From an optimization exercise on the open Yosys and OpenROAD flow, aimed at small area; shortcuts taken in it are not production practice. Function was checked by simulation only, so behaviour that the tests miss may differ from the original. Power and IR drop assume default switching activity.

File: flow/flow/run.sh
#!/bin/bash
# The standard ORFS flow (standard.sh) with these changes to how the layout is made:
#  - synthesis maps logic with an area-oriented abc script (flow/synth.tcl, flow/abc_area.script),
#    without xor2 cells and without the half/full adder cells (both simulate slowly at gate level);
#    everything else in it is synth_recipe.tcl, so registers and their names are unchanged
#  - after floorplan, one conb_1 tie cell drives all constant outputs (flow/pair_ties.tcl)
#  - ports get the smallest buffer (buf_1)
#  - the clock tree uses mid-size clock buffers and no dummy loads
# make's output goes to standard_*.log; each tool's full log is under orfs/logs/.
set -eo pipefail
W=$PWD
export BUFFER_PORTS_ARGS="-buffer_cell sky130_fd_sc_hd__buf_1"
export CTS_ARGS="-buf_list {sky130_fd_sc_hd__clkbuf_4} -root_buf sky130_fd_sc_hd__clkbuf_8 -sink_clustering_enable -sink_clustering_size 12 -sink_clustering_max_diameter 50 -dont_use_dummy_load"
export REMOVE_ABC_BUFFERS=1
export FLOW_ABC_SCRIPT=$W/flow/abc_area.script
sed "s#SYNTH_SCRIPT=[^ ]*#SYNTH_SCRIPT=$W/flow/synth.tcl#" standard.sh > own_standard.sh
R=$W/orfs/results/$FLOW_PLATFORM/password_cracker/base
FLOW_ABC_DONT_USE="sky130_fd_sc_hd__xor2_1 sky130_fd_sc_hd__xor2_2 sky130_fd_sc_hd__xor2_4" ADDER_MAP_FILE= \
  bash own_standard.sh $R/2_1_floorplan.odb > standard_floorplan.log 2>&1
TIE_GROUP=80 TIE_ODB=$R/2_1_floorplan.odb openroad -no_init -exit flow/pair_ties.tcl > pair_ties.log 2>&1
bash own_standard.sh > standard.log 2>&1
File: flow/flow/abc_area.script
&get -n
&st
&dc2
&dc2
&dch -f
&nf -R 1000
&put
File: flow/flow/pair_ties.tcl
# After floorplan: repair_tie_fanout gave every constant load its own conb_1,
# using only one of its two outputs. The constants here drive only output
# ports, so let one conb_1 drive up to TIE_GROUP tie-low nets from LO and up to
# TIE_GROUP tie-high nets from HI (each group merged into one net), and delete
# the conb_1 cells left without a load.
read_db $::env(TIE_ODB)
set group $::env(TIE_GROUP)
set block [ord::get_db_block]
set lo {}
set hi {}
foreach inst [$block getInsts] {
  if { [[$inst getMaster] getName] ne "sky130_fd_sc_hd__conb_1" } { continue }
  set lo_net [[$inst findITerm LO] getNet]
  set hi_net [[$inst findITerm HI] getNet]
  if { $lo_net ne "NULL" && $hi_net eq "NULL" } { lappend lo [list [$lo_net getName] $inst] }
  if { $hi_net ne "NULL" && $lo_net eq "NULL" } { lappend hi [list [$hi_net getName] $inst] }
}
set lo [lsort -dictionary -index 0 $lo]
set hi [lsort -dictionary -index 0 $hi]
puts "pair_ties: [llength $lo] tie-low, [llength $hi] tie-high, groups of $group"

# Move every load of net src onto net dst, then destroy src
proc merge_net { src dst } {
  foreach it [$src getITerms] { $it disconnect; $it connect $dst }
  foreach bt [$src getBTerms] { $bt disconnect; $bt connect $dst }
  odb::dbNet_destroy $src
}

set n [expr {max([llength $lo], [llength $hi])}]
set removed 0
for {set g 0} {$g < $n} {incr g $group} {
  set keep ""
  foreach {list pin} [list $lo LO $hi HI] {
    set dst ""
    foreach item [lrange $list $g [expr {$g + $group - 1}]] {
      set inst [lindex $item 1]
      set it [$inst findITerm $pin]
      set net [$it getNet]
      if { $keep eq "" } { set keep $inst }
      if { $dst eq "" } {
        if { $inst ne $keep } { $it disconnect; [$keep findITerm $pin] connect $net }
        set dst $net
      } else {
        $it disconnect
        merge_net $net $dst
      }
      if { $inst ne $keep } { odb::dbInst_destroy $inst; incr removed }
    }
  }
}
puts "pair_ties: removed $removed conb_1"
write_db $::env(TIE_ODB)
File: flow/flow/synth.tcl
# The standard flow's synthesis script (synth_recipe.tcl) with one change: the final abc
# mapping uses flow/abc_area.script, an area-oriented script, instead of the
# platform's speed script, and leaves out the cells named in FLOW_ABC_DONT_USE
# (xor2: its liberty function simulates slowly at gate level; xnor2 is used
# instead, at the same area). Registers are untouched (abc runs without -dff).
proc synth {args} { yosys synth -nofsm -noshare {*}$args }
proc abc {args} {
  set i [lsearch -exact $args -script]
  if { $i >= 0 } { lset args [expr {$i + 1}] $::env(FLOW_ABC_SCRIPT) }
  foreach c [regexp -all -inline {\S+} [env_var_or_empty FLOW_ABC_DONT_USE]] {
    lappend args -dont_use $c
  }
  yosys abc {*}$args
}
source $::env(SCRIPTS_DIR)/synth.tcl
# left out here: clear keep_hierarchy, flatten, clean up, hide names made inside functions, write 1_2_yosys.v
File: flow/standard.sh
#!/bin/bash
# synth_recipe.tcl (not shown) runs the flow's synth.tcl, then flattens the netlist and writes it again
# the make line also repeats each setting of config.mk as NAME=value (left out here)
make -C /OpenROAD-flow-scripts/flow DESIGN_CONFIG=/design/flow/config.mk WORK_HOME=/design/flow/orfs CLKGATE_MAP_FILE= SYNTH_SCRIPT=/design/flow/synth_recipe.tcl "${@:-finish}"
File: flow/config.mk
export PLATFORM = sky130hd
export DESIGN_NAME = password_cracker
export DESIGN_NICKNAME = password_cracker
export VERILOG_FILES = /design/flow/design.v
export SDC_FILE = /design/flow/constraint.sdc
export NUM_CORES = 4
export LEC_CHECK = 0
export CAP_MARGIN = 20
export CORE_AREA = 10 10 290 290
export DIE_AREA = 0 0 300 300
export GPL_TIMING_DRIVEN = 0
export SLEW_MARGIN = 20
File: flow/constraint.sdc
create_clock -name core_clock -period 6.0 [get_ports {clk}]
set_input_delay 1.2000 -clock core_clock [delete_from_list [all_inputs] [get_ports {clk}]]
set_output_delay 1.2000 -clock core_clock [all_outputs]
set_load 0.01 [all_outputs]
File: flow/design.v
package cracker_pkg;
  localparam int NUM_LANES   = 4;
  localparam int PW_DIGITS   = 8;
  localparam int TIME_DIGITS = 10;
  localparam int HASH_BITS   = 128;
  localparam logic [2:0] S_IDLE       = 3'd0;
  localparam logic [2:0] S_HASH_RESET = 3'd1;
  localparam logic [2:0] S_LOAD       = 3'd2;
  localparam logic [2:0] S_HASH_WAIT  = 3'd3;
  localparam logic [2:0] S_COMPARE    = 3'd4;
  localparam logic [2:0] S_FOUND      = 3'd5;
  function automatic logic [3:0] bcd_toggle(input logic [3:0] d, input logic en);
    bcd_toggle[0] = en;
    bcd_toggle[1] = en & d[0] & ~d[3];
    bcd_toggle[2] = en & d[0] & d[1];
    bcd_toggle[3] = en & d[0] & (d[3] | (d[2] & d[1]));
  endfunction
  function automatic logic [3:0] bcd_add5(input logic [3:0] d);
    bcd_add5[0] = (~d[0]);
    bcd_add5[1] = (~d[0] & d[3]) | (d[0] & d[1] & d[2]) | (~d[0] & d[1] & ~d[2]) | (d[0] & ~d[1] & ~d[2] & ~d[3]);
    bcd_add5[2] = (~d[1] & ~d[2] & ~d[3]) | (d[0] & d[3]) | (~d[0] & ~d[2] & ~d[3]);
    bcd_add5[3] = (d[0] & d[1] & ~d[2]) | (~d[0] & ~d[1] & d[2]);
  endfunction
  function automatic logic [3:0] bcd_add2c(input logic [3:0] d, input logic c);
    bcd_add2c[0] = (~d[0] & c) | (d[0] & ~c);
    bcd_add2c[1] = (~d[0] & ~d[1] & ~d[3]) | (~d[1] & ~d[3] & ~c) | (d[0] & d[3] & c) | (d[0] & d[1] & ~d[2] & c);
    bcd_add2c[2] = (d[1] & ~d[2]) | (~d[0] & ~d[1] & d[2]) | (~d[1] & d[2] & ~c) | (d[0] & ~d[2] & ~d[3] & c);
    bcd_add2c[3] = (~d[0] & d[1] & d[2]) | (d[1] & d[2] & ~c) | (d[0] & ~d[1] & d[2] & c);
  endfunction
  function automatic logic [3:0] bcd_add7c(input logic [3:0] d, input logic c);
    bcd_add7c[0] = (~d[0] & ~c) | (d[0] & c);
    bcd_add7c[1] = (d[3] & c) | (d[0] & ~d[1] & d[2]) | (d[0] & d[3]) | (~d[1] & d[2] & c) | (~d[0] & d[1] & d[2] & ~c) | (~d[0] & ~d[1] & ~d[2] & ~d[3] & ~c);
    bcd_add7c[2] = (d[3]) | (d[1] & d[2] & c) | (d[0] & d[1] & d[2]) | (~d[0] & ~d[1] & ~d[2] & ~c);
    bcd_add7c[3] = (d[0] & ~d[1] & ~d[2] & ~d[3]) | (~d[0] & d[1] & ~d[2] & ~c) | (~d[1] & ~d[2] & ~d[3] & c);
  endfunction
  function automatic logic bcd_is9(input logic [3:0] d);
    bcd_is9 = d[0] & d[3];
  endfunction
endpackage
`timescale 1ns/1ps
module crack_ctrl (
  input  logic       clk,
  input  logic       reset_n,
  input  logic       start,
  input  logic       hash_done,
  input  logic       hit,
  output logic [2:0] state,
  output logic       in_compare,
  output logic       in_idle,
  output logic       in_found,
  output logic       hash_reset,
  output logic       hash_start,
  output logic       found
);
  logic       hr;
  logic [2:0] abc;
  logic       st_idle, st_load, st_wait, st_cmp, st_found;
  logic       step, enter_hr, leave_hr, to_idle;
  assign st_idle  = !hr && !abc[2] && !abc[1];
  assign st_load  = !hr &&  abc[1] && !abc[0];
  assign st_wait  = !hr &&  abc[1] &&  abc[0];
  assign st_cmp   = !hr &&  abc[2] && !abc[0];
  assign st_found = !hr &&  abc[2] &&  abc[0];
  assign leave_hr = hr && (abc == 3'd1);
  assign enter_hr = (st_idle && start) || (st_cmp && !hit);
  assign step     = hr || st_load || (st_wait && hash_done) || (st_cmp && hit);
  assign to_idle  = st_found && start;
  always_ff @(posedge clk) begin
    if (!reset_n) begin
      hr  <= 1'b0;
      abc <= 3'd0;
    end else begin
      hr <= enter_hr || (hr && !leave_hr);
      if (step)          abc <= abc + 3'd1;
      else if (enter_hr) abc <= 3'd2;
      else if (to_idle)  abc <= 3'd0;
    end
  end
  assign state      = {!hr && abc[2], !hr && abc[1], hr || abc[0]};
  assign in_idle    = st_idle;
  assign in_compare = st_cmp;
  assign in_found   = st_found;
  assign hash_reset = hr;
  assign hash_start = st_load;
  assign found      = st_found;
endmodule
`timescale 1ns/1ps
module candidate_gen (
  input  logic         clk,
  input  logic         reset_n,
  input  logic         advance,
  output logic [31:0]  digits,      
  output logic [3:0]   d6_odd,      
  output logic [3:0]   d7_l1,
  output logic [3:0]   d7_l2,
  output logic [3:0]   d7_l3,
  output logic [255:0] candidates
);
  logic [7:0] nines;
  always_ff @(posedge clk) begin
    for (int d = 0; d < 8; d++) begin
      if (!reset_n) digits[4*d +: 4] <= 4'd0;
      else          digits[4*d +: 4] <= digits[4*d +: 4] ^ cracker_pkg::bcd_toggle(digits[4*d +: 4], advance & nines[d]);
    end
  end
  always_comb begin
    nines[0] = 1'b1;
    for (int d = 0; d < 7; d++) begin
      nines[d+1] = nines[d] & cracker_pkg::bcd_is9(digits[4*d +: 4]);
    end
  end
  logic c6_hi;
  assign c6_hi  = digits[27] | (digits[26] & (digits[25] | digits[24]));    
  assign d6_odd = cracker_pkg::bcd_add5(digits[27:24]);
  assign d7_l1  = cracker_pkg::bcd_add2c(digits[31:28], c6_hi);
  assign d7_l2  = cracker_pkg::bcd_add5(digits[31:28]);
  assign d7_l3  = cracker_pkg::bcd_add7c(digits[31:28], c6_hi);
  logic [31:0] lane1_bcd, lane2_bcd, lane3_bcd;
  assign lane1_bcd = {d7_l1, d6_odd,        digits[23:0]};
  assign lane2_bcd = {d7_l2, digits[27:24], digits[23:0]};
  assign lane3_bcd = {d7_l3, d6_odd,        digits[23:0]};
  always_comb begin
    for (int d = 0; d < 8; d++) begin
      candidates[      8*d +: 8] = {4'h3, digits[4*d +: 4]};
      candidates[ 64 + 8*d +: 8] = {4'h3, lane1_bcd[4*d +: 4]};
      candidates[128 + 8*d +: 8] = {4'h3, lane2_bcd[4*d +: 4]};
      candidates[192 + 8*d +: 8] = {4'h3, lane3_bcd[4*d +: 4]};
    end
  end
endmodule
`timescale 1ns/1ps
module match_unit (
  input  logic [511:0] hashes,
  input  logic [127:0] target_hash,
  output logic         hit,
  output logic [1:0]   lane      
);
  logic [3:0] eq;
  always_comb begin
    for (int l = 0; l < 4; l++) begin
      eq[l] = (hashes[128*l +: 128] == target_hash);
    end
  end
  assign hit     = |eq;
  assign lane[0] = !eq[0] && (eq[1] || !eq[2]);
  assign lane[1] = !eq[0] && !eq[1];
endmodule
`timescale 1ns/1ps
module result_buffer (
  input  logic        clk,
  input  logic        reset_n,
  input  logic        in_idle,
  input  logic        in_found,
  input  logic        take_result,
  input  logic [1:0]  hit_lane,
  input  logic [31:0] digits,
  input  logic [3:0]  d6_odd,
  input  logic [3:0]  d7_l1,
  input  logic [3:0]  d7_l2,
  input  logic [3:0]  d7_l3,
  output logic [39:0] elapsed,
  output logic [63:0] password
);
  logic [9:0] nines;
  always_comb begin
    nines[0] = 1'b1;
    for (int d = 0; d < 9; d++) begin
      nines[d+1] = nines[d] & cracker_pkg::bcd_is9(elapsed[4*d +: 4]);
    end
  end
  always_ff @(posedge clk) begin
    for (int d = 0; d < 10; d++) begin
      if (!reset_n || in_idle) elapsed[4*d +: 4] <= 4'd0;
      else                     elapsed[4*d +: 4] <= elapsed[4*d +: 4] ^ cracker_pkg::bcd_toggle(elapsed[4*d +: 4], !in_found & nines[d]);
    end
  end
  logic [1:0] lane_q;
  always_ff @(posedge clk) begin
    if (take_result) lane_q <= hit_lane;
  end
  logic [3:0] p7, p6;
  always_comb begin
    case (lane_q)
      2'd0: begin p7 = digits[31:28]; p6 = digits[27:24]; end
      2'd1: begin p7 = d7_l1;         p6 = d6_odd;        end
      2'd2: begin p7 = d7_l2;         p6 = digits[27:24]; end
      default: begin p7 = d7_l3;      p6 = d6_odd;        end
    endcase
  end
  logic [31:0] pw_bcd;
  assign pw_bcd = {p7, p6, digits[23:0]};
  always_comb begin
    for (int d = 0; d < 8; d++) begin
      password[8*d +: 8] = {4'h3, pw_bcd[4*d +: 4]};
    end
  end
endmodule
`timescale 1ns/1ps
module password_cracker (
  input  logic         clk,
  input  logic         reset_n,
  input  logic         start,
  input  logic [127:0] target_hash,
  input  logic         hash_done,
  input  logic [511:0] hashes,
  output logic [255:0] candidates,
  output logic         hash_reset,
  output logic         hash_start,
  output logic         found,
  output logic [63:0]  password,
  output logic [39:0]  elapsed,
  output logic [2:0]   state
);
  logic        hit;
  logic [1:0]  hit_lane;
  logic        in_compare, in_idle, in_found;
  logic [31:0] digits;
  logic [3:0]  d6_odd, d7_l1, d7_l2, d7_l3;
  crack_ctrl ctrl0 (
    .clk        (clk),
    .reset_n    (reset_n),
    .start      (start),
    .hash_done  (hash_done),
    .hit        (hit),
    .state      (state),
    .in_compare (in_compare),
    .in_idle    (in_idle),
    .in_found   (in_found),
    .hash_reset (hash_reset),
    .hash_start (hash_start),
    .found      (found)
  );
  candidate_gen gen0 (
    .clk        (clk),
    .reset_n    (reset_n),
    .advance    (in_compare && !hit),
    .digits     (digits),
    .d6_odd     (d6_odd),
    .d7_l1      (d7_l1),
    .d7_l2      (d7_l2),
    .d7_l3      (d7_l3),
    .candidates (candidates)
  );
  match_unit match0 (
    .hashes      (hashes),
    .target_hash (target_hash),
    .hit         (hit),
    .lane        (hit_lane)
  );
  result_buffer result0 (
    .clk         (clk),
    .reset_n     (reset_n),
    .in_idle     (in_idle),
    .in_found    (in_found),
    .take_result (in_compare && hit),
    .hit_lane    (hit_lane),
    .digits      (digits),
    .d6_odd      (d6_odd),
    .d7_l1       (d7_l1),
    .d7_l2       (d7_l2),
    .d7_l3       (d7_l3),
    .elapsed     (elapsed),
    .password    (password)
  );
endmodule
==> results.toml, run 1 <==
[clock_network]
insertion_delay_ns = 0.38
cts_made_buffers = 9
tritoncts = "built"
h_tree_level_count = 3
clock-root-buffer = "clkbuf_8"
clock-sinks = 78
clock_path_buffers = 2
cts.hold.buffers_added = 0
worst_setup_hold_path_clk_slew_ns = 0.07

[final_layout]
final_cell_count_no_fill = 2993
layout.filler_cells = 9148
share_of_layout_cells_above_drive_strength_1_pct = 3.40
nets = 2588
final_design_area_no_fill_um2 = 13700
layout-area-overhead-vs-synth_pct = 26.6

[placement]
placed_cell_area_um2 = 13400
worst_slack_at_placement_ns = -1.19
buffers_on_ports = 849
post-place-cells = 2972
gp_congestion = 0.991
detailed_place_hpwl_um = 88000

[detailed_routing]
met3_wirelength_um = 6990
wire_length_per_cell_after_detailed_routing_um = 31.5
met2WireLength_um = 48200
route.detailed.drc = 0
routed.top_layer = "met5"
drt-initial-drc-count = 830
num_vias = 12498
routed_wire_length_um = 94300
ant_nets = 0
route.layer.met1.wl_um = 35500
drt_first_pass_iters = 5
post_drt_via_cell_ratio = 4.18

[floorplan]
floorplan.rows = 102
initial_core_util_pct = 13.9
dieHeight_um = 300
die_x_um = 300
core_area_um2 = 77600
top_level_ports = 1010
die_area_um2 = 90000

[global_route]
grt_start_max_net_pins = 81
gr-usage-all-layers_pct = 19.7
first_pass_grt_wire_length_um = 120000
overflow = 0
first_global_vias = 12919
antenna_found_initial = 68

[pwr]
pwr-share-seq_pct = 30.1
clockPowerShare_pct = 17.1
power.internal_mw = 1.05
design_power_total_mw = 1.85
pwr_density_cell_nw_per_um2 = 135
pwr-share-comb_pct = 52.8
leakage_nw = 3.60
vdd_drop_max_v = 0.0000899
switchingPower_uw = 801
power_switching_share_pct = 43.3

[synthesis]
synth_largest_area_cell = "xnor2_1"
yosys_warnings = 4
yosys-top-cells-area = "xnor2_1, buf_4, dfxtp_1"
synth.ff_latch_count = 78
post_synth_num_cell_types = 32
synthesis.instances = 1343
ys_seq_area_share_pct = 14.6
synth.top_cell.area_share_pct = 41.8
post_synth_instance_area_um2 = 10800
syn-mean-instance-area_um2 = 8.05

[setup_path]
worst_path_class_setup = "in -> reg"
critPathMaxFanout = 8
setup_crit_start_kind = "input port"
data_required_time_at_the_worst_endpoint_ns = 6.23
critPathCaptureType = "flop"
critical_path_arrival_ns = 5.89

[timing]
max_slew_margin_pct = 41.5
number_of_failing_setup_endpoints_in_the_final_timing_report = 0
final_skew_ns = 0.0244
postLayoutSetupSlackWorst_ns = 0.340
hold_violations = 0
final_min_period_over_clock_period_pct = 94.3
timing_limited_maximum_frequency_ghz = 0.177
worst_slew_pin_slew_ns = 0.869
final-max-slew-violation-count = 0
timing.final.crit_period_ns = 5.66

[min_path]
min_path_type = "reg -> reg"

[flow_run]
cap_violations = 0

[run_status]
run_status = "no timing/DRC/antenna violations"
## area by class of cell
type | count | area (um2) | area share, %
diodes | 12 | 30.0 | 0.219
clock buffers | 9 | 124 | 0.905
inverters | 29 | 109 | 0.795
multi-input cells | 971 | 7250 | 53.0
flip-flops and latches | 78 | 1580 | 11.6
well taps | 1040 | 1300 | 9.51
repair buffers | 854 | 3290 | 24.1
## layer usage
layer / global-route usage (%) / vias to the layer above
met3: 4.61 / 165
met2: 36.4 / 796
li1: - / 5550
met1: 21.9 / 5967
met5: 0 / -
met4: 6.31 / 20
## registers in the layout (all words and copies together) (netlist names)
register / count
gen0.digits: 32
ctrl0.abc: 3
ctrl0.hr: 1
result0.elapsed: 40
result0.lane_q: 2
## synth_stat cells (all sizes together)
cell type and instances:
xnor2 516, buf 264, nand4 136, dfxtp 76, a21oi 62, nor3 48
nor2 44, and3 40, nor4 33, clkinv 29, o21ai 23, nand2 17
a211oi 12, and2 7, nand2b 6, mux4 3, nor2b 3, o21a 3
a22oi 2, a311oi 2, conb 2, edfxtp 2, mux2 2, nand3 2
o31ai 2, a21o 1, a22o 1, o211ai 1, o22ai 1, o31a 1
or2 1, or3 1
## kinds of logic (layout without fill, tap and decap cells)
family	after synthesis	count (layout)	synth area share (%)
flip-flops	78	78	14.6
multiplexers	5	5	0.833
other	2	13	0.0695
AO/OA/AOI/OAI	111	111	5.77
XOR/XNOR	516	516	41.8
AND/OR/NAND/NOR	338	338	17.6
buffers and inverters	293	892	19.3
## worst max-delay path, stage by stage
cell,delay (ns)
buf_1,0.44
xnor2_1,0.19
nand4_1,0.11
nor4_1,0.78
nand4_1,0.46
nor2_1,0.32
nor4_4,0.11
nand2_1,0.11
clkinv_1,0.12
nand3_1,0.16
nor3_2,0.08
and2_1,0.20
and3_2,0.28
and3_2,0.28
and3_1,0.24
and2_0,0.22
nor2b_2,0.21
nand2_1,0.09
nor2_1,0.06
o21ai_0,0.16
a21oi_1,0.05
## stage by stage
stage | hold WS [ns] | util (%) | setup TNS (ns)
2_1_floorplan | 0.494 | - | 0
3_3_place_gp | 0.487 | 17.2 | -15.60
3_5_place_dp | 0.497 | 17.3 | -8.12
4_1_cts | 0.503 | 17.5 | 0
5_1_grt | 0.519 | 17.6 | -0.00106
6_report | 0.501 | 17.6 | 0
## final timing paths
path,depth (start not counted),startpoint,slack [ns],to
worst max-delay path,21,target_hash[37],0.34,gen0.digits[29]$_SDFF_PN0_
worst max register to register,16,ctrl0.hr$_SDFF_PN0_,0.78,result0.elapsed[39]$_SDFF_PP0_
worst min register to register,1,result0.elapsed[39]$_SDFF_PP0_,0.50,result0.elapsed[39]$_SDFF_PP0_
worst min-delay path,1,result0.elapsed[39]$_SDFF_PP0_,0.50,result0.elapsed[39]$_SDFF_PP0_
## power groups by stage
| stage | clock network [mW] | registers, mW | logic (mW) |
|---|---|---|---|
| 3_5_place_dp | 0 | 0.568 | 0.975 |
| 5_1_grt | 0.352 | 0.558 | 1.04 |
| 4_1_cts | 0.332 | 0.556 | 0.981 |
| 2_1_floorplan | 0 | 0.564 | 0.454 |
| 3_3_place_gp | 0 | 0.568 | 0.960 |
| 6_report | 0.316 | 0.557 | 0.977 |
## cell usage in the layout, fill, tap and decap left out, types with 3 or more instances in the layout
| cell type | n |
|---|---|
| nand2b_1 | 5 |
| nor4_1 | 23 |
| nor2_1 | 43 |
| nand4_1 | 136 |
| nor4_2 | 8 |
| xnor2_1 | 514 |
| o21a_1 | 3 |
| diode_2 | 12 |
| and2_0 | 6 |
| mux4_2 | 3 |
| dfxtp_1 | 76 |
| a211oi_1 | 12 |
| nor3_1 | 47 |
| buf_1 | 818 |
| clkinv_1 | 29 |
| buf_4 | 3 |
| clkbuf_8 | 9 |
| clkbuf_2 | 26 |
| buf_2 | 4 |
| nand2_1 | 17 |
| and3_1 | 38 |
| a21oi_1 | 62 |
| o21ai_0 | 23 |
## timing repair
action	in CTS	in global routing
setup buffers	0	0
pin swaps	1	2
resized for setup	10	35
setup endpoints to repair	10	7
==> run 2, diff against run 1 <==
--- a/flow/flow/run.sh
+++ b/flow/flow/run.sh
@@ -11,5 +11,5 @@
 W=$PWD
 export BUFFER_PORTS_ARGS="-buffer_cell sky130_fd_sc_hd__buf_1"
-export CTS_ARGS="-buf_list {sky130_fd_sc_hd__clkbuf_4} -root_buf sky130_fd_sc_hd__clkbuf_8 -sink_clustering_enable -sink_clustering_size 12 -sink_clustering_max_diameter 50 -dont_use_dummy_load"
+export CTS_ARGS="-buf_list {sky130_fd_sc_hd__clkbuf_4 sky130_fd_sc_hd__clkbuf_8} -sink_clustering_enable -sink_clustering_size 10 -sink_clustering_max_diameter 60 -dont_use_dummy_load"
 export REMOVE_ABC_BUFFERS=1
 export FLOW_ABC_SCRIPT=$W/flow/abc_area.script
==> flow/flow/abc_area.script (replaced) <==
&get -n
&st
&dc2
&dc2
&dch -f
&nf -R 100
&put
==> run 2 against run 1 <==
Net effect: count of clock-buffer cells in the layout unchanged; combinational power about the same; maximum frequency unchanged; critical path depth unchanged; final area unchanged; setup slack unchanged; critical path type unchanged; largest cell class unchanged.
==> results.toml, run 2 <==
[run_status]
run_status = "no timing/DRC/antenna violations"

[final_layout]
share_of_layout_cells_above_drive_strength_1_pct = 3.40
layout_commonest_cell = "buf_1"
layout.cells.most_common_list = "buf_1, xnor2_1, nand4_1"
largest_register_ffs = 40
utilization_pct = 17.6
layout.filler_cells = 9148
largest_registers = "result0.elapsed (40), gen0.digits (32), ctrl0.abc (3)"
nets = 2588
final_design_area_no_fill_um2 = 13700
layout-area-overhead-vs-synth_pct = 26.6
max_flop_register = "result0.elapsed"

[pwr]
leakage_nw = 3.60
pwr_density_cell_nw_per_um2 = 135
vdd_drop_max_v = 0.0000899

[synthesis]
yosys_warnings = 4
synthesis.instances = 1343
yosysMostFrequentCell = "xnor2_1"
post_synth_num_cell_types = 32
synth.top_cell.area_share_pct = 41.8
ys_top_cells_by_count = "xnor2_1, buf_4, nand4_1"
syn-mean-instance-area_um2 = 8.05
ys_seq_area_share_pct = 14.6
post_synth_instance_area_um2 = 10800
synth.ff_latch_count = 78
dominantRegCellSynth = "dfxtp_1"
number_of_enable_flip_flop_cells_after_synthesis = 2
yosys-top-cells-area = "xnor2_1, buf_4, dfxtp_1"
synth_largest_area_cell = "xnor2_1"
synth-async-reset-ratio_pct = 0

[global_route]
gr-usage-all-layers_pct = 19.7
first_global_vias = 12919
first_pass_grt_wire_length_um = 120000
overflow = 0
grt_start_max_net_pins = 81
antenna_found_initial = 68

[clock_network]
worst_setup_hold_path_clk_slew_ns = 0.07
insertion_delay_ns = 0.38
clock-root-buffer = "clkbuf_8"
tritoncts = "built"
h_tree_level_count = 3
clock-sinks = 78
cts_made_buffers = 9
clock_path_buffers = 2
cts.hold.buffers_added = 0

[detailed_routing]
drt_first_pass_iters = 5
route.detailed.drc = 0
ant_nets = 0
wire_length_per_cell_after_detailed_routing_um = 31.5
post_drt_via_cell_ratio = 4.18
num_vias = 12498
routed_wire_length_um = 94300
drt-initial-drc-count = 830

[floorplan]
top_level_ports = 1010
dieHeight_um = 300
die_area_um2 = 90000
core_area_um2 = 77600
die_x_um = 300
floorplan.rows = 102
initial_core_util_pct = 13.9

[placement]
placed_cell_area_um2 = 13400
buffers_on_ports = 849
detailed_place_hpwl_um = 88000
gp_congestion = 0.991

[setup_path]
timing.critical_path.cells = "buf_1 > xnor2_1 > nand4_1 > nor4_1 > nand4_1 > nor2_1 > nor4_4 > nand2_1 > clkinv_1 > nand3_1 > nor3_2 > and2_1 > and3_2 > and3_2 > and3_1 > and2_0 > nor2b_2 > nand2_1 > nor2_1 > o21ai_0 > a21oi_1"
path_buf_inv = 2
critPathCaptureType = "flop"
critPathTopFamily = "simple AND/OR/NAND/NOR gates"
cp_slowest_cell = "nor4_1"
r2r_cells = 16
regToRegStartpoint = "ctrl0.hr$_SDFF_PN0_"
critical_path_arrival_ns = 5.89
r2r_setup_slk_ns = 0.78
critPathMaxFanout = 8
worst_path_class_setup = "in -> reg"
setup_crit_start_kind = "input port"
data_required_time_at_the_worst_endpoint_ns = 6.23
regToRegEndpoint = "result0.elapsed[39]$_SDFF_PP0_"
slowest_delay_ns = 0.78

[flow_run]
cap_violations = 0

[timing]
worst_slew_pin_slew_ns = 0.869
number_of_failing_setup_endpoints_in_the_final_timing_report = 0
final_skew_ns = 0.0244
max_slew_margin_pct = 41.5
hold_slack_ns = 0.501
setup-tns-final_ns = 0
timing.final.crit_period_ns = 5.66
hold_violations = 0
final_min_period_over_clock_period_pct = 94.3
final-max-slew-violation-count = 0
timing_limited_maximum_frequency_ghz = 0.177

[min_path]
min_path_type = "reg -> reg"
min-delay-start = "result0.elapsed[39]$_SDFF_PP0_"
hold_ep = "result0.elapsed[39]$_SDFF_PP0_"
whs_path_depth = 1
## run 2: layer usage
metal  up-vias  track usage (%)  wire (um)
li1       5550                -          -
met1      5967             21.9      35500
met2       796             36.4      48200
met3       165             4.61       6990
met4        20             6.31       3470
met5         -                0        134
## run 2: timing repair
| action | 4_1_cts | 5_1_grt |
|---|---|---|
| pin swaps | 1 | 2 |
| buffers inserted | 0 | 0 |
| setup endpoints to repair | 10 | 7 |
| resized for setup | 10 | 35 |
## run 2: kinds of logic (layout without fill, tap and decap cells)
logic type	Yosys count	after routing	share of synthesized area (%)
buffers and inverters	293	892	19.3
flip-flops	78	78	14.6
AO/OA/AOI/OAI	111	111	5.77
other	2	13	0.0695
XOR/XNOR	516	516	41.8
AND/OR/NAND/NOR	338	338	17.6
multiplexers	5	5	0.833
## run 2: worst max-delay path by stage
| stage | from | endpoint | slack (ns) | cells past startpoint |
|---|---|---|---|---|
| finish | target_hash[37] | gen0.digits[29]$_SDFF_PN0_ | 0.34 | 21 |
| global route | target_hash[86] | gen0.digits[31]$_SDFF_PN0_ | -0.001 | 21 |
| global placement | target_hash[43] | gen0.digits[31]$_SDFF_PN0_ | -1.65 | 21 |
| detailed placement | target_hash[43] | gen0.digits[31]$_SDFF_PN0_ | -1.19 | 21 |
| CTS | target_hash[83] | gen0.digits[29]$_SDFF_PN0_ | 0.0003 | 21 |
| floorplan | hashes[121] | gen0.digits[31]$_SDFF_PN0_ | 1.43 | 20 |
## run 2: power by group
group	internal [mW]	switching, mW	leakage [nW]
clock network	0.134	0.182	0.0648
logic	0.382	0.595	2.90
registers	0.533	0.0242	0.637
total	1.05	0.801	3.60
## run 2: layout make-up
cell class | count | area (um2) | share of cell area, %
repair buffers | 854 | 3290 | 24.1
diodes | 12 | 30.0 | 0.219
clock buffers | 9 | 124 | 0.905
inverters | 29 | 109 | 0.795
well taps | 1040 | 1300 | 9.51
flip-flops and latches | 78 | 1580 | 11.6
multi-input cells | 971 | 7250 | 53.0
## run 2: through the flow
stage	setup WS [ns]	power (mW)	instances
global route	-0.00106	1.95	2993
detailed placement	-1.19	1.54	2972
floorplan	1.43	1.02	1237
global placement	-1.65	1.53	2967
finish	0.340	1.85	2993
CTS	0.000302	1.87	2981
==> run 3, diff against run 2 <==
==> flow/flow/abc_area.script (replaced) <==
&get -n
&st
&dc2
&dc2
&dch -f
&nf -R 10
&put
==> run 3 against run 2 <==
Net effect: hold slack improved by 0.023 ns; critical path depth decreased by 5; clock power is essentially flat; global-route usage rose by 2.2 points; setup slack got worse by 0.038 ns; critical path type unchanged; highest routed layer unchanged.
==> results.toml, run 3 <==
[final_layout]
largest_registers = "result0.elapsed (40), gen0.digits (32), ctrl0.abc (3)"
max_flop_register = "result0.elapsed"
layout.cells.most_common_list = "buf_1, xnor2_1, nand4_1"
share_of_layout_cells_above_drive_strength_1_pct = 1.39
layout_commonest_cell = "buf_1"
layout.filler_cells = 9121
final_design_area_no_fill_um2 = 13700
nets = 2596
largest_register_ffs = 40
sequential_cell_area_um2 = 1580
layout-area-overhead-vs-synth_pct = 26.4
multi_input_comb_area_um2 = 7220

[setup_path]
worst_path_class_setup = "in -> reg"
data_required_time_at_the_worst_endpoint_ns = 6.25
last_element_of_the_critical_path = "gen0.digits[31]$_SDFF_PN0_"
regToRegEndpoint = "result0.elapsed[39]$_SDFF_PP0_"
critical_path_arrival_ns = 5.95
r2r_cells = 14
regToRegStartpoint = "ctrl0.hr$_SDFF_PN0_"
critPathLaunch = "target_hash[34]"
critPathMaxFanout = 9
r2r_setup_slk_ns = 1.34
setup_crit_start_kind = "input port"
critPathCaptureType = "flop"

[clock_network]
tritoncts = "built"
cts_made_buffers = 9
cts.hold.buffers_added = 0
postCtsSetupRepairBufs = 0
h_tree_level_count = 3
clock_path_buffers = 2
insertion_delay_ns = 0.38
worst_setup_hold_path_clk_slew_ns = 0.08
clock-root-buffer = "clkbuf_8"
clock-sinks = 78

[synthesis]
synth.ff_latch_count = 78
ys_seq_area_share_pct = 14.6
number_of_enable_flip_flop_cells_after_synthesis = 2
yosys-top-cells-area = "xnor2_1, buf_4, dfxtp_1"
post_synth_num_cell_types = 39
syn-mean-instance-area_um2 = 8.03
synth-async-reset-ratio_pct = 0
synthesis.instances = 1350
dominantRegCellSynth = "dfxtp_1"
ys_top_cells_by_count = "xnor2_1, buf_4, nand4_1"
post_synth_instance_area_um2 = 10800
yosysMostFrequentCell = "xnor2_1"
synth.top_cell.area_share_pct = 41.7
synth_largest_area_cell = "xnor2_1"
yosys_warnings = 4

[run_status]
run_status = "no timing/DRC/antenna violations"

[timing]
timing.final.crit_period_ns = 5.70
max_slew_margin_pct = 25.6
number_of_failing_setup_endpoints_in_the_final_timing_report = 0
hold_violations = 0
postLayoutSetupSlackWorst_ns = 0.302
hold_slack_ns = 0.523
rsz0062_at_grt = "false"
final-max-slew-violation-count = 0
worst_slew_pin_slew_ns = 1.11
timing_limited_maximum_frequency_ghz = 0.176
final_skew_ns = 0.0376
final_min_period_over_clock_period_pct = 95.0

[global_route]
gr-usage-all-layers_pct = 22.0
first_global_vias = 13078
grt_start_max_net_pins = 81
antenna_found_initial = 127
first_pass_grt_wire_length_um = 130000
overflow = 0

[flow_run]
cap_violations = 0

[pwr]
vdd_drop_max_v = 0.0000810
pwr_density_cell_nw_per_um2 = 133
leakage_nw = 3.49

[floorplan]
floorplan.rows = 102
top_level_ports = 1010
dieHeight_um = 300
initial_core_util_pct = 14.0
core_area_um2 = 77600
die_x_um = 300
die_area_um2 = 90000

[detailed_routing]
routed_wire_length_um = 105000
wire_length_per_cell_after_detailed_routing_um = 34.6
drt_first_pass_iters = 5
post_drt_via_cell_ratio = 4.19
ant_nets = 0
num_vias = 12689
drt-initial-drc-count = 771
route.detailed.drc = 0

[placement]
worst_slack_at_placement_ns = -0.469
gp_congestion = 1.01
detailed_place_hpwl_um = 97100
placed_cell_area_um2 = 13400
buffers_on_ports = 849

[min_path]
min-delay-start = "result0.elapsed[16]$_SDFF_PP0_"
whs_path_depth = 2
min_path_type = "reg -> reg"
-- run 3: timing repair --
action | in CTS | in global routing
resized for setup | 3 | 1
endpoints found under the setup margin | 3 | 3
gates cloned | 0 | 0
-- run 3: layer usage --
metal	part of all wire (%)	global-route usage, %	up-vias
li1	-	-	5617
met1	32	20.5	5871
met2	55	43.1	886
met3	7.2	5.63	291
met4	6.0	11.3	24
met5	0.14	0	-
-- run 3: stage by stage --
stage | utilization, % | total power, mW | std cells | setup TNS (ns)
5_1_grt | 17.6 | 1.93 | 3012 | 0
6_report | 17.7 | 1.83 | 3029 | 0
4_1_cts | 17.5 | 1.84 | 2988 | 0
2_1_floorplan | - | 1.02 | 1244 | 0
3_3_place_gp | 17.2 | 1.51 | 2974 | -29.88
3_5_place_dp | 17.3 | 1.52 | 2979 | -2.18
-- run 3: worst min path at each step --
stage,to,slack [ns]
floorplan,ctrl0.abc[0]$_SDFFE_PN0P_,0.49
global placement,result0.elapsed[26]$_SDFF_PP0_,0.50
detailed placement,result0.elapsed[28]$_SDFF_PP0_,0.51
CTS,result0.elapsed[39]$_SDFF_PP0_,0.53
global route,result0.elapsed[18]$_SDFF_PP0_,0.56
finish,result0.elapsed[16]$_SDFF_PP0_,0.52
-- run 3: layout make-up --
type,instances,share of cell area (%)
diodes,40,0.730
clock buffers,9,0.904
inverters,30,0.822
multi-input cells,977,52.7
flip-flops and latches,78,11.5
well taps,1040,9.49
repair buffers,855,23.8
-- run 3: cell families (layout without fill, tap and decap cells) --
logic type             Yosys count  count (layout)  synth area share [%]
XOR/XNOR                       516             516                  41.7
flip-flops                      78              78                  14.6
buffers and inverters          294             894                  19.3
multiplexers                     5               5                 0.830
AND/OR/NAND/NOR                344             344                  17.7
other                            2              41                0.0692
AO/OA/AOI/OAI                  111             111                  5.84
-- run 3: worst max-delay path, cell delays in order --
cell             delay [ns]
clkdlybuf4s15_1        0.65
xnor2_1                0.57
nand4_1                0.47
nor4_1                 1.03
nand4_1                0.16
nor2_1                 0.21
nor4_2                 0.05
buf_4                  0.19
nand3_1                0.22
nor4_2                 0.10
and4_1                 0.31
nand4_1                0.20
nor3_2                 0.11
nand3_1                0.14
nor3_1                 0.08
o221a_1                0.22
-- run 3: power by group --
group,leakage [nW],total [mW],switching [mW],internal (mW)
logic,2.79,0.958,0.577,0.381
clock network,0.0650,0.314,0.180,0.134
registers,0.637,0.556,0.0230,0.533
==> run 4, diff against run 3 <==
==> flow/flow/abc_area.script (replaced) <==
&get -n
&st
&dc2
&dc2
&dch -f
&nf -R 20
&put
==> run 4 against run 3 <==
Net effect: setup slack better by 0.036 ns; power increased by 0.64%; synthesized area down 0.24%; die area is the same; maximum frequency increased by 0.64%; critical path type unchanged; clock power about the same; routed wire length is 9.6% lower.
==> results.toml, run 4 <==
[floorplan]
die_area_um2 = 90000
core_area_um2 = 77600
floorplan.rows = 102
die_x_um = 300
initial_core_util_pct = 13.9
top_level_ports = 1010
dieHeight_um = 300

[placement]
buffers_on_ports = 849
post-place-cells = 2973
detailed_place_hpwl_um = 87900
worst_slack_at_placement_ns = -0.660
gp_congestion = 1.03

[setup_path]
critical_path_arrival_ns = 5.90
critPathMaxFanout = 9
data_required_time_at_the_worst_endpoint_ns = 6.24
regToRegStartpoint = "ctrl0.hr$_SDFF_PN0_"
critPathLaunch = "target_hash[1]"
worst_path_class_setup = "in -> reg"
setup_crit_start_kind = "input port"
critPathCaptureType = "flop"

[timing]
worst_slew_pin_slew_ns = 1.10
postLayoutSetupSlackWorst_ns = 0.338
rsz0062_at_grt = "false"
number_of_failing_setup_endpoints_in_the_final_timing_report = 0
final-max-slew-violation-count = 0
final_skew_ns = 0.0364
final_min_period_over_clock_period_pct = 94.4
max_slew_margin_pct = 26.2
timing.final.crit_period_ns = 5.66
hold_violations = 0
timing_limited_maximum_frequency_ghz = 0.177

[synthesis]
ys_top_cells_by_count = "xnor2_1, buf_4, nand4_1"
synthesis.instances = 1343
synth.ff_latch_count = 78
synth-xor-area-share_pct = 41.8
ys_seq_area_share_pct = 14.6
post_synth_mux_area_share_pct = 0.833
dominantRegCellSynth = "dfxtp_1"
post_synth_instance_area_um2 = 10800
yosys.area_share.simple_pct = 17.5
number_of_enable_flip_flop_cells_after_synthesis = 2
yosys_warnings = 4
synth_largest_area_cell = "xnor2_1"
yosysMostFrequentCell = "xnor2_1"
synth.top_cell.area_share_pct = 41.8
yosys-top-cells-area = "xnor2_1, buf_4, dfxtp_1"
synth_compound_area_share_pct = 5.90
post_synth_num_cell_types = 35
synth_top_family_by_area = "XOR/XNOR gates"
synth-async-reset-ratio_pct = 0
adder_cell_share_of_the_synthesized_area_pct = 0
syn-mean-instance-area_um2 = 8.06

[final_layout]
layout.filler_cells = 9033
share_of_layout_cells_above_drive_strength_1_pct = 1.70
largest_registers = "result0.elapsed (40), gen0.digits (32), ctrl0.abc (3)"
nets = 2589
sequential_cell_area_um2 = 1580
utilization_pct = 17.6
layout-area-overhead-vs-synth_pct = 26.0
final_cell_count_no_fill = 2999
layout.cells.most_common_list = "buf_1, xnor2_1, nand4_1"
largest_register_ffs = 40
multi_input_comb_area_um2 = 7230
max_flop_register = "result0.elapsed"
layout_commonest_cell = "buf_1"

[global_route]
first_global_vias = 12946
overflow = 0
grt_start_max_net_pins = 81
gr-usage-met2_pct = 35.2
grt.busiest_layer = "met2"
gr-usage-all-layers_pct = 19.9
antenna_found_initial = 64
first_pass_grt_wire_length_um = 121000
grt.met1_usage_pct = 21.8
gr-usage-met3_pct = 4.77

[pwr]
switchingPower_uw = 794
clockPowerShare_pct = 17.0
leakage_nw = 3.50
power_switching_share_pct = 43.2
pwr-share-seq_pct = 30.1
vdd_drop_max_v = 0.0000855
power.internal_mw = 1.05
pwr_density_cell_nw_per_um2 = 135
pwr-share-comb_pct = 52.9

[flow_run]
cap_violations = 0

[clock_network]
insertion_delay_ns = 0.39
clock_path_buffers = 2
tritoncts = "built"
worst_setup_hold_path_clk_slew_ns = 0.08
clock-root-buffer = "clkbuf_8"
clock-sinks = 78
postCtsSetupRepairBufs = 0
h_tree_level_count = 3
cts_made_buffers = 9

[detailed_routing]
num_vias = 12522
drt_first_pass_iters = 5
routed_wire_length_um = 94600
drt-initial-drc-count = 820
wire_length_per_cell_after_detailed_routing_um = 31.5
post_drt_via_cell_ratio = 4.18
ant_nets = 0
route.detailed.drc = 0

[min_path]
min_path_type = "reg -> reg"
min-delay-start = "result0.elapsed[39]$_SDFF_PP0_"

[run_status]
run_status = "no timing/DRC/antenna violations"
run 4: cell count changes in the layout (fill, tap and decap cells not counted), sizes merged, moves of 2 or more:
cell	change
diode	-23
nor2	-11
a21oi	+7
o21ai	-3
and3	+2
and4	+2
clkdlybuf4s15	-2
nand2	+2
nor2b	+2
nor4	-2
run 4: path summary, 6_finish.rpt:
path	end	slack [ns]	cells after the start
worst min-delay path	result0.elapsed[39]$_SDFF_PP0_	0.51	1
worst min register to register	result0.elapsed[39]$_SDFF_PP0_	0.51	1
worst max register to register	result0.elapsed[39]$_SDFF_PP0_	0.97	16
worst max-delay path	gen0.digits[29]$_SDFF_PN0_	0.34	17
run 4: logic make-up (layout without fill, tap and decap cells):
| logic type | Yosys count | count (layout) |
|---|---|---|
| mux | 5 | 5 |
| buf+inv | 293 | 893 |
| simple gates | 336 | 336 |
| compound gates | 113 | 113 |
| other cells | 2 | 18 |
| xor+xnor | 516 | 516 |
| flops | 78 | 78 |
run 4: worst max-delay path, cell delays in order:
cell and delay, ns:
buf_1 0.72, xnor2_1 0.25, nand4_1 0.42, nor4_2 0.75, nand4_1 0.15, nor2_1 0.20
nor4_2 0.06, buf_4 0.19, and3_1 0.27, and4_1 0.26, and4_1 0.30, and3_1 0.34
and4_1 0.32, nand4_1 0.17, nor2_1 0.07, o21ai_0 0.16, a21oi_1 0.06
run 4: layout make-up:
cell class                 count  area share [%]
sequential                    78            11.6
tap                         1040            9.54
antenna                       17           0.312
multi-input combinational    971            53.0
timing repair buffer         855            23.9
inverter                      29           0.798
clock buffer                   9           0.908
run 4: stage by stage:
step,area (um2),hold slack [ns],TNS (ns),power [mW]
floorplan,9430,0.494,0,1.02
global placement,13300,0.486,-18.94,1.52
detailed placement,13400,0.494,-6.32,1.54
CTS,13600,0.509,0,1.86
global route,13600,0.543,0,1.94
finish,13600,0.510,0,1.84
run 4: power by group through the flow:
stage | Combinational [mW] | Clock, mW | Sequential (mW)
6_report | 0.974 | 0.312 | 0.554
5_1_grt | 1.04 | 0.343 | 0.558
4_1_cts | 0.979 | 0.327 | 0.554
3_5_place_dp | 0.973 | 0 | 0.565
3_3_place_gp | 0.956 | 0 | 0.565
2_1_floorplan | 0.454 | 0 | 0.564
run 4: timing repair:
| action | 4_1_cts | 5_1_grt |
|---|---|---|
| pin swaps | 1 | 1 |
| gates cloned | 0 | 0 |
| hold endpoints to repair | 0 | 0 |
| setup endpoints to repair | 8 | 3 |
| hold buffers | 0 | 0 |
| resized for setup | 3 | 3 |
run 4: per-layer routing:
metal  part of all wire [%]  wire length, um  vias up
li1                       -                -     5576
met2                     49            46500      827
met4                    6.0             5670       20
met3                    8.0             7560      200
met5                   0.14              131        -
met1                     37            34700     5899
==> run 5, diff against run 4 <==
==> flow/flow/abc_area.script (replaced) <==
&get -n
&st
&dc2
&dc2
&dch -f
&nf -R 1000
&put
==> run 5 against run 4 <==
Net effect: still clean; clock skew decreased by 0.012 ns; via count is 0.19% lower; power increased by 0.52%; clock power rose by 1%; critical path type unchanged; largest power group unchanged; highest routed layer unchanged.
==> results.toml, run 5 <==
[synthesis]
synth-async-reset-ratio_pct = 0
number_of_enable_flip_flop_cells_after_synthesis = 2
yosys.area_share.simple_pct = 17.6
syn-mean-instance-area_um2 = 8.05
post_synth_instance_area_um2 = 10800
synth-xor-area-share_pct = 41.8
synthesis.instances = 1343
synth_top_family_by_area = "XOR/XNOR gates"
post_synth_num_cell_types = 32
synth_compound_area_share_pct = 5.77
adder_cell_share_of_the_synthesized_area_pct = 0
yosys-top-cells-area = "xnor2_1, buf_4, dfxtp_1"
ys_seq_area_share_pct = 14.6
yosysMostFrequentCell = "xnor2_1"
synth.ff_latch_count = 78
yosys_warnings = 4
synth.top_cell.area_share_pct = 41.8
ys_top_cells_by_count = "xnor2_1, buf_4, nand4_1"
post_synth_mux_area_share_pct = 0.833
dominantRegCellSynth = "dfxtp_1"
synth_largest_area_cell = "xnor2_1"

[detailed_routing]
drt_first_pass_iters = 5
ant_nets = 0
routed_wire_length_um = 94300
drt-initial-drc-count = 830
route.detailed.drc = 0
num_vias = 12498
post_drt_via_cell_ratio = 4.18
wire_length_per_cell_after_detailed_routing_um = 31.5

[final_layout]
layout-area-overhead-vs-synth_pct = 26.6
final_design_area_no_fill_um2 = 13700
nets = 2588
layout.cells.most_common_list = "buf_1, xnor2_1, nand4_1"
largest_registers = "result0.elapsed (40), gen0.digits (32), ctrl0.abc (3)"
max_flop_register = "result0.elapsed"
layout_commonest_cell = "buf_1"
layout.filler_cells = 9148
share_of_layout_cells_above_drive_strength_1_pct = 3.40
largest_register_ffs = 40
final_cell_count_no_fill = 2993

[placement]
post-place-cells = 2972
buffers_on_ports = 849
gp_congestion = 0.991
detailed_place_hpwl_um = 88000
placed_cell_area_um2 = 13400

[clock_network]
worst_setup_hold_path_clk_slew_ns = 0.07
tritoncts = "built"
clock-root-buffer = "clkbuf_8"
clock-sinks = 78
insertion_delay_ns = 0.38
h_tree_level_count = 3
clock_path_buffers = 2
cts.hold.buffers_added = 0
cts_made_buffers = 9
postCtsSetupRepairBufs = 0

[floorplan]
floorplan.rows = 102
dieHeight_um = 300
initial_core_util_pct = 13.9
core_area_um2 = 77600
top_level_ports = 1010
die_x_um = 300
die_area_um2 = 90000

[global_route]
antenna_found_initial = 68
first_pass_grt_wire_length_um = 120000
overflow = 0
grt.met1_usage_pct = 21.9
gr-usage-met2_pct = 36.4
gr-usage-met3_pct = 4.61
gr-usage-all-layers_pct = 19.7
grt.busiest_layer = "met2"
first_global_vias = 12919
grt_start_max_net_pins = 81

[timing]
final-max-slew-violation-count = 0
number_of_failing_setup_endpoints_in_the_final_timing_report = 0
timing.final.crit_period_ns = 5.66
max_slew_margin_pct = 41.5
final_skew_ns = 0.0244
worst_slew_pin_slew_ns = 0.869
hold_violations = 0
timing_limited_maximum_frequency_ghz = 0.177
final_min_period_over_clock_period_pct = 94.3

[min_path]
min-delay-start = "result0.elapsed[39]$_SDFF_PP0_"
min_path_type = "reg -> reg"

[setup_path]
critPathLaunch = "target_hash[37]"
r2r_cells = 16
critical_path_arrival_ns = 5.89
worst_path_class_setup = "in -> reg"
last_element_of_the_critical_path = "gen0.digits[29]$_SDFF_PN0_"
r2r_setup_slk_ns = 0.78
setup_crit_start_kind = "input port"
regToRegEndpoint = "result0.elapsed[39]$_SDFF_PP0_"
critPathCaptureType = "flop"
data_required_time_at_the_worst_endpoint_ns = 6.23
regToRegStartpoint = "ctrl0.hr$_SDFF_PN0_"
critPathMaxFanout = 8

[flow_run]
cap_violations = 0

[pwr]
leakage_nw = 3.60
design_power_total_mw = 1.85
vdd_drop_max_v = 0.0000899
pwr_density_cell_nw_per_um2 = 135

[run_status]
run_status = "no timing/DRC/antenna violations"
## run 5: cell count changes in the layout (fill, tap and decap cells not counted), sizes merged, moves of 3 or more
cell / delta
buf: -28
clkbuf: +25
and2: +5
diode: -5
and3: +4
and4: -3
nand2: -3
## run 5: worst min-delay path by stage
stage | end | slack, ns | cells past startpoint
final | result0.elapsed[39]$_SDFF_PP0_ | 0.50 | 1
after global routing | result0.elapsed[39]$_SDFF_PP0_ | 0.52 | 1
after CTS | result0.elapsed[39]$_SDFF_PP0_ | 0.50 | 1
after detailed placement | result0.elapsed[39]$_SDFF_PP0_ | 0.50 | 1
after global placement | result0.elapsed[39]$_SDFF_PP0_ | 0.49 | 1
after floorplan | ctrl0.abc[0]$_SDFFE_PN0P_ | 0.49 | 1
## run 5: logic make-up (layout without fill, tap and decap cells)
kind of cell	after synthesis	in the layout
other	2	13
muxes	5	5
DFF	78	78
xor gates and xnor gates	516	516
AOI/OAI and AO/OA	111	111
and+or+nand+nor	338	338
buffers and inverters	293	892
## run 5: worst max-delay path, stage by stage
cell,delay (ns)
buf_1,0.44
xnor2_1,0.19
nand4_1,0.11
nor4_1,0.78
nand4_1,0.46
nor2_1,0.32
nor4_4,0.11
nand2_1,0.11
clkinv_1,0.12
nand3_1,0.16
nor3_2,0.08
and2_1,0.20
and3_2,0.28
and3_2,0.28
and3_1,0.24
and2_0,0.22
nor2b_2,0.21
nand2_1,0.09
nor2_1,0.06
o21ai_0,0.16
a21oi_1,0.05
## run 5: stage by stage
stage / TNS, ns / hold slack (ns) / worst slack [ns] / utilization [%]
6_report: 0 / 0.501 / 0.340 / 17.6
5_1_grt: -0.00106 / 0.519 / -0.00106 / 17.6
4_1_cts: 0 / 0.503 / 0.000302 / 17.5
3_5_place_dp: -8.12 / 0.497 / -1.19 / 17.3
3_3_place_gp: -15.60 / 0.487 / -1.65 / 17.2
2_1_floorplan: 0 / 0.494 / 1.43 / -
## run 5: per-layer routing
layer | wire (um) | up-vias
met4 | 3470 | 20
li1 | - | 5550
met1 | 35500 | 5967
met2 | 48200 | 796
met5 | 134 | -
met3 | 6990 | 165
## run 5: report_power, final
part / internal (mW) / leakage, nW / switching, mW / total (mW)
logic: 0.382 / 2.90 / 0.595 / 0.977
clock network: 0.134 / 0.0648 / 0.182 / 0.316
registers: 0.533 / 0.637 / 0.0242 / 0.557
## run 5: cell type report
type / count / area, um2 / area share (%)
Timing Repair Buffer: 854 / 3290 / 24.1
Inverter: 29 / 109 / 0.795
Clock buffer: 9 / 124 / 0.905
Antenna cell: 12 / 30.0 / 0.219
Tap cell: 1040 / 1300 / 9.51
Multi-Input combinational cell: 971 / 7250 / 53.0
Sequential cell: 78 / 1580 / 11.6
## run 5: what timing repair did
action                     in CTS  in global routing
pin swaps                       1                  2
cloned                          0                  0
gates resized for setup        10                 35
setup endpoints to repair      10                  7
==> run 6, diff against run 5 <==
--- a/flow/config.mk
+++ b/flow/config.mk
@@ -7,6 +7,6 @@
 export LEC_CHECK = 0
 export CAP_MARGIN = 20
-export CORE_AREA = 10 10 290 290
-export DIE_AREA = 0 0 300 300
+export CORE_AREA = 10 10 274 274
+export DIE_AREA = 0 0 284 284
 export GPL_TIMING_DRIVEN = 0
 export SLEW_MARGIN = 20
==> run 6 against run 5 <==
Net effect: still clean on timing, DRC and antenna; combinational power shrank 0.9%; via count grew 0.15%; routed wire length grew 0.16%; highest routed layer unchanged.
==> results.toml, run 6 <==
[clock_network]
cts.hold.buffers_added = 0
insertion_delay_ns = 0.39
worst_setup_hold_path_clk_slew_ns = 0.09
clock-sinks = 78
clock-root-buffer = "clkbuf_8"
clock_path_buffers = 2
cts_made_buffers = 9
tritoncts = "built"
h_tree_level_count = 3

[detailed_routing]
wire_length_per_cell_after_detailed_routing_um = 32.7
drt_first_pass_iters = 5
routed_wire_length_um = 94500
ant_nets = 0
drt-initial-drc-count = 990
num_vias = 12517
post_drt_via_cell_ratio = 4.33
route.detailed.drc = 0

[synthesis]
synth.top_cell.area_share_pct = 41.8
ys_top_cells_by_count = "xnor2_1, buf_4, nand4_1"
yosysMostFrequentCell = "xnor2_1"
synth_largest_area_cell = "xnor2_1"
ys_seq_area_share_pct = 14.6
yosys_warnings = 4
yosys-top-cells-area = "xnor2_1, buf_4, dfxtp_1"
synthesis.instances = 1343
post_synth_num_cell_types = 32
synth.ff_latch_count = 78
dominantRegCellSynth = "dfxtp_1"
number_of_enable_flip_flop_cells_after_synthesis = 2
post_synth_instance_area_um2 = 10800
syn-mean-instance-area_um2 = 8.05
synth-async-reset-ratio_pct = 0

[placement]
gp_congestion = 0.999
buffers_on_ports = 849
detailed_place_hpwl_um = 87700
worst_slack_at_placement_ns = -1.34

[global_route]
gr-usage-all-layers_pct = 22.2
first_global_vias = 12957
gr-usage-met2_pct = 39.4
antenna_found_initial = 66
grt_start_max_net_pins = 81
grt.busiest_layer = "met2"
grt.met1_usage_pct = 25.0
overflow = 0
gr-usage-met3_pct = 5.79
first_pass_grt_wire_length_um = 121000

[pwr]
design_power_total_mw = 1.84
vdd_drop_max_v = 0.0000934
power_switching_share_pct = 43.1
switchingPower_uw = 794
pwr_density_cell_nw_per_um2 = 136
pwr-share-seq_pct = 30.2
clockPowerShare_pct = 17.2
leakage_nw = 3.58
pwr-share-comb_pct = 52.6
power.internal_mw = 1.05

[setup_path]
r2r_setup_slk_ns = 0.78
slowest_delay_ns = 0.73
path_buf_inv = 2
worst_path_class_setup = "in -> reg"
setup_crit_start_kind = "input port"
cp_slowest_cell = "nor4_1"
critPathMaxFanout = 8
regToRegEndpoint = "result0.elapsed[39]$_SDFF_PP0_"
timing.critical_path.cells = "buf_1 > xnor2_1 > nand4_1 > nor4_1 > nand4_1 > nor2_1 > nor4_4 > nand2_1 > clkinv_1 > nand3_1 > nor3_4 > and2_1 > and3_2 > and3_1 > and3_1 > and2_0 > nor2b_4 > nand2_1 > nor2_1 > o21ai_0 > a21oi_1"
r2r_cells = 16
critPathCaptureType = "flop"
critPathTopFamily = "simple AND/OR/NAND/NOR gates"
data_required_time_at_the_worst_endpoint_ns = 6.26
critPathLaunch = "target_hash[49]"
regToRegStartpoint = "ctrl0.hr$_SDFF_PN0_"
critical_path_arrival_ns = 5.94

[timing]
final-max-slew-violation-count = 0
timing_limited_maximum_frequency_ghz = 0.176
postLayoutSetupSlackWorst_ns = 0.322
timing.final.crit_period_ns = 5.68
max_slew_margin_pct = 36.6
final_min_period_over_clock_period_pct = 94.6
worst_slew_pin_slew_ns = 0.944
hold_violations = 0
number_of_failing_setup_endpoints_in_the_final_timing_report = 0
final_skew_ns = 0.0349

[final_layout]
layout.cells.most_common_list = "buf_1, xnor2_1, nand4_1"
nets = 2586
share_of_layout_cells_above_drive_strength_1_pct = 2.58
layout-area-overhead-vs-synth_pct = 25.5
largest_registers = "result0.elapsed (40), gen0.digits (32), ctrl0.abc (3)"
largest_register_ffs = 40
max_flop_register = "result0.elapsed"
layout_commonest_cell = "buf_1"

[floorplan]
die_area_um2 = 80700
initial_core_util_pct = 15.7
dieHeight_um = 284
top_level_ports = 1010
die_x_um = 284
floorplan.rows = 96
core_area_um2 = 68800

[min_path]
min-delay-start = "result0.elapsed[39]$_SDFF_PP0_"
whs_path_depth = 1
min_path_type = "reg -> reg"
hold_ep = "result0.elapsed[39]$_SDFF_PP0_"

[flow_run]
cap_violations = 0

[run_status]
run_status = "no timing/DRC/antenna violations"
-- run 6: cell counts after synthesis --
Identical to the previous run, type by type.
-- run 6: layout make-up --
type,count,area (um2)
clock buffer,9,124
sequential,78,1580
antenna,19,47.5
multi-input combinational,971,7240
inverter,29,109
tap,931,1160
timing repair buffer,852,3300
fill,8066,55300
-- run 6: worst max-delay path by stage --
stage | end | slack, ns | depth (start not counted)
finish | gen0.digits[29]$_SDFF_PN0_ | 0.32 | 21
detailed placement | gen0.digits[31]$_SDFF_PN0_ | -1.34 | 21
CTS | gen0.digits[29]$_SDFF_PN0_ | 0.06 | 21
global route | gen0.digits[31]$_SDFF_PN0_ | -0.02 | 21
floorplan | gen0.digits[31]$_SDFF_PN0_ | 1.43 | 20
global placement | gen0.digits[31]$_SDFF_PN0_ | -1.34 | 21
-- run 6: layer usage --
metal / vias up / share of wire, %
li1: 5563 / -
met4: 20 / 4.9
met2: 888 / 49
met3: 174 / 8.9
met5: - / 0.15
met1: 5872 / 37
-- run 6: power by group through the flow --
stage          Sequential, mW  Combinational [mW]  Clock, mW
6_report                0.556               0.968      0.316
4_1_cts                 0.555               0.972      0.345
5_1_grt                 0.559                1.03      0.357
3_3_place_gp            0.566               0.950          0
3_5_place_dp            0.567               0.962          0
2_1_floorplan           0.564               0.454          0
-- run 6: cells by family (layout without fill, tap and decap cells) --
group | after synthesis | count (layout) | synth area share, %
other cells | 2 | 20 | 0.0695
mux | 5 | 5 | 0.833
flops | 78 | 78 | 14.6
buf+inv | 293 | 890 | 19.3
compound gates | 111 | 111 | 5.77
xor+xnor | 516 | 516 | 41.8
simple gates | 338 | 338 | 17.6
-- run 6: repair_timing --
action	in CTS	in global routing
cloned	0	0
resized for setup	33	10
setup buffers	0	0
pin swaps	3	3
endpoints found under the setup margin	11	5
-- run 6: through the flow --
stage	TNS [ns]	instance area, um2	cells	hold WS [ns]	utilization, %
6_report	0	13600	2889	0.502	19.7
5_1_grt	-0.0209	13500	2879	0.538	19.7
4_1_cts	0	13500	2870	0.508	19.6
3_5_place_dp	-9.80	13200	2861	0.495	19.2
3_3_place_gp	-10.09	13200	2858	0.488	19.1
2_1_floorplan	0	9420	1237	0.494	-
==> run 7, diff against run 6 <==
--- a/flow/config.mk
+++ b/flow/config.mk
@@ -7,6 +7,6 @@
 export LEC_CHECK = 0
 export CAP_MARGIN = 20
-export CORE_AREA = 10 10 274 274
-export DIE_AREA = 0 0 284 284
+export CORE_AREA = 10 10 280 280
+export DIE_AREA = 0 0 290 290
 export GPL_TIMING_DRIVEN = 0
 export SLEW_MARGIN = 20
==> run 7 against run 6 <==
Net effect: flip-flop and latch count unchanged; power shrank 0.92%; critical path type unchanged; still clean on timing, DRC and antenna; combinational power shrank 2%; die area up 4.3%; maximum frequency grew 1.3%; count of clock-buffer cells in the layout unchanged; largest cell class unchanged; clock power about the same.
==> results.toml, run 7 <==
[run_status]
run_status = "no timing/DRC/antenna violations"

[placement]
buffers_on_ports = 849
detailed_place_hpwl_um = 86300
placed_cell_area_um2 = 13300
post-place-cells = 2880
gp_congestion = 1.00

[detailed_routing]
num_vias = 12597
drt_first_pass_iters = 5
drt-initial-drc-count = 755
ant_nets = 0
post_drt_via_cell_ratio = 4.33
route.detailed.drc = 0
routed_wire_length_um = 92800
wire_length_per_cell_after_detailed_routing_um = 31.9

[final_layout]
share_of_layout_cells_above_drive_strength_1_pct = 2.63
utilization_pct = 18.9
max_flop_register = "result0.elapsed"
layout-area-overhead-vs-synth_pct = 25.3
largest_register_ffs = 40
final_cell_count_no_fill = 2906
layout.filler_cells = 8387
sequential_cell_area_um2 = 1580
layout_commonest_cell = "buf_1"
layout.cells.most_common_list = "buf_1, xnor2_1, nand4_1"
multi_input_comb_area_um2 = 7240
nets = 2586
final_design_area_no_fill_um2 = 13600
largest_registers = "result0.elapsed (40), gen0.digits (32), ctrl0.abc (3)"

[global_route]
first_pass_grt_wire_length_um = 119000
overflow = 0
antenna_found_initial = 84
first_global_vias = 12657
grt_start_max_net_pins = 81
gr-usage-all-layers_pct = 20.6

[setup_path]
critPathMaxFanout = 8
critical_path_arrival_ns = 5.83
setup_crit_start_kind = "input port"
critPathCaptureType = "flop"
data_required_time_at_the_worst_endpoint_ns = 6.23
worst_path_class_setup = "in -> reg"

[synthesis]
syn-mean-instance-area_um2 = 8.05
synth-async-reset-ratio_pct = 0
number_of_enable_flip_flop_cells_after_synthesis = 2
synth_top_family_by_area = "XOR/XNOR gates"
synthesis.instances = 1343
post_synth_mux_area_share_pct = 0.833
synth-xor-area-share_pct = 41.8
synth.top_cell.area_share_pct = 41.8
synth_compound_area_share_pct = 5.77
adder_cell_share_of_the_synthesized_area_pct = 0
yosys.area_share.simple_pct = 17.6
synth.ff_latch_count = 78
ys_top_cells_by_count = "xnor2_1, buf_4, nand4_1"
post_synth_num_cell_types = 32
yosysMostFrequentCell = "xnor2_1"
post_synth_instance_area_um2 = 10800
ys_seq_area_share_pct = 14.6
yosys-top-cells-area = "xnor2_1, buf_4, dfxtp_1"
synth_largest_area_cell = "xnor2_1"
yosys_warnings = 4
dominantRegCellSynth = "dfxtp_1"

[flow_run]
cap_violations = 0

[timing]
number_of_failing_setup_endpoints_in_the_final_timing_report = 0
final_skew_ns = 0.0253
final_min_period_over_clock_period_pct = 93.4
max_slew_margin_pct = 38.6
final-max-slew-violation-count = 0
timing_limited_maximum_frequency_ghz = 0.178
rsz0062_at_grt = "false"
hold_violations = 0
timing.final.crit_period_ns = 5.61
worst_slew_pin_slew_ns = 0.921

[pwr]
power.internal_mw = 1.05
switchingPower_uw = 779
clockPowerShare_pct = 17.4
pwr-share-seq_pct = 30.4
vdd_drop_max_v = 0.000109
pwr_density_cell_nw_per_um2 = 135
power_switching_share_pct = 42.7
leakage_nw = 3.57
pwr-share-comb_pct = 52.2

[floorplan]
die_area_um2 = 84100
initial_core_util_pct = 15.0
floorplan.rows = 98
top_level_ports = 1010
die_x_um = 290
core_area_um2 = 71900
dieHeight_um = 290

[clock_network]
cts_made_buffers = 9
h_tree_level_count = 3
insertion_delay_ns = 0.38
worst_setup_hold_path_clk_slew_ns = 0.10
clock-sinks = 78
clock-root-buffer = "clkbuf_8"
postCtsSetupRepairBufs = 0
tritoncts = "built"
clock_path_buffers = 2

[min_path]
min_path_type = "reg -> reg"
==> run 7: changes by cell type in the layout (fill, tap and decap cells not counted), moves of 2 or more <==
| cell | previous run | this run |
|---|---|---|
| clkdlybuf4s15_2 | 7 | 3 |
| xnor2_1 | 513 | 515 |
| nor4_1 | 26 | 24 |
| buf_2 | 12 | 7 |
| clkbuf_2 | 1 | 11 |
| diode_2 | 19 | 17 |
| xnor2_2 | 3 | 1 |
==> run 7: through the flow <==
step	setup TNS [ns]	hold WS [ns]	setup WS [ns]	power (mW)
global placement	-13.95	0.489	-1.43	1.50
global route	0	0.548	0.0441	1.92
CTS	0	0.518	0.00567	1.84
finish	0	0.509	0.393	1.82
detailed placement	-8.46	0.499	-1.03	1.51
floorplan	0	0.494	1.43	1.02
==> run 7: worst max-delay path, stage by stage <==
cell and delay [ns]:
buf_1 0.43, xnor2_1 0.18, nand4_1 0.16, nor4_2 0.63
nand4_1 0.40, nor2_1 0.36, nor4_4 0.12, nand2_1 0.10
clkinv_1 0.13, nand3_1 0.17, nor3_2 0.07, and2_0 0.22
and3_1 0.30, and3_2 0.30, and3_1 0.23, and2_0 0.22
nor2b_2 0.21, nand2_1 0.09, nor2_1 0.06, o21ai_0 0.16
a21oi_1 0.06
==> run 7: final cells by class <==
cell class	instances	area share, %
sequential	78	11.7
clock buffer	9	0.914
antenna	17	0.314
tap	950	8.77
multi-input combinational	971	53.4
inverter	29	0.803
timing repair buffer	852	24.1
==> run 7: power groups by stage <==
stage	Sequential (mW)	Combinational, mW	Clock (mW)
floorplan	0.564	0.454	0
CTS	0.554	0.955	0.332
global route	0.557	1.02	0.344
global placement	0.566	0.934	0
detailed placement	0.566	0.948	0
finish	0.554	0.953	0.317
==> run 7: cell families (layout without fill, tap and decap cells) <==
family | after synthesis | after routing
XOR/XNOR | 516 | 516
AND/OR/NAND/NOR | 338 | 338
buffers and inverters | 293 | 890
AO/OA/AOI/OAI | 111 | 111
flip-flops | 78 | 78
multiplexers | 5 | 5
other | 2 | 18
==> run 7: layer usage <==
layer | share of wire [%] | GRT usage, % | vias to the layer above
li1 | - | - | 5564
met1 | 36 | 22.3 | 5867
met2 | 50 | 37.3 | 917
met3 | 8.9 | 5.77 | 217
met4 | 4.4 | 8.15 | 32
met5 | 0.22 | 0 | -
==> run 7: timing repair <==
item                       4_1_cts  5_1_grt
setup endpoints to repair       11        4
hold buffers                     0        0
pin swaps                        3        2
gates resized for setup         15       19
==> run 7: final timing paths <==
kind | slack [ns] | depth (start not counted) | to | startpoint
worst max-delay path | 0.39 | 21 | gen0.digits[29]$_SDFF_PN0_ | target_hash[85]
worst min-delay path | 0.51 | 2 | result0.elapsed[0]$_SDFF_PP0_ | result0.elapsed[0]$_SDFF_PP0_
worst max register to register | 1.07 | 16 | result0.elapsed[39]$_SDFF_PP0_ | ctrl0.hr$_SDFF_PN0_
worst min register to register | 0.51 | 2 | result0.elapsed[0]$_SDFF_PP0_ | result0.elapsed[0]$_SDFF_PP0_

Setup slack of run 7, layout unchanged: 0.393 ns with ideal ports, 0.286 ns with driving cells assumed (clock clkbuf_16, inputs buf_2), -0.111 ns with port delays also shifted by the 0.396 ns mid clock arrival.
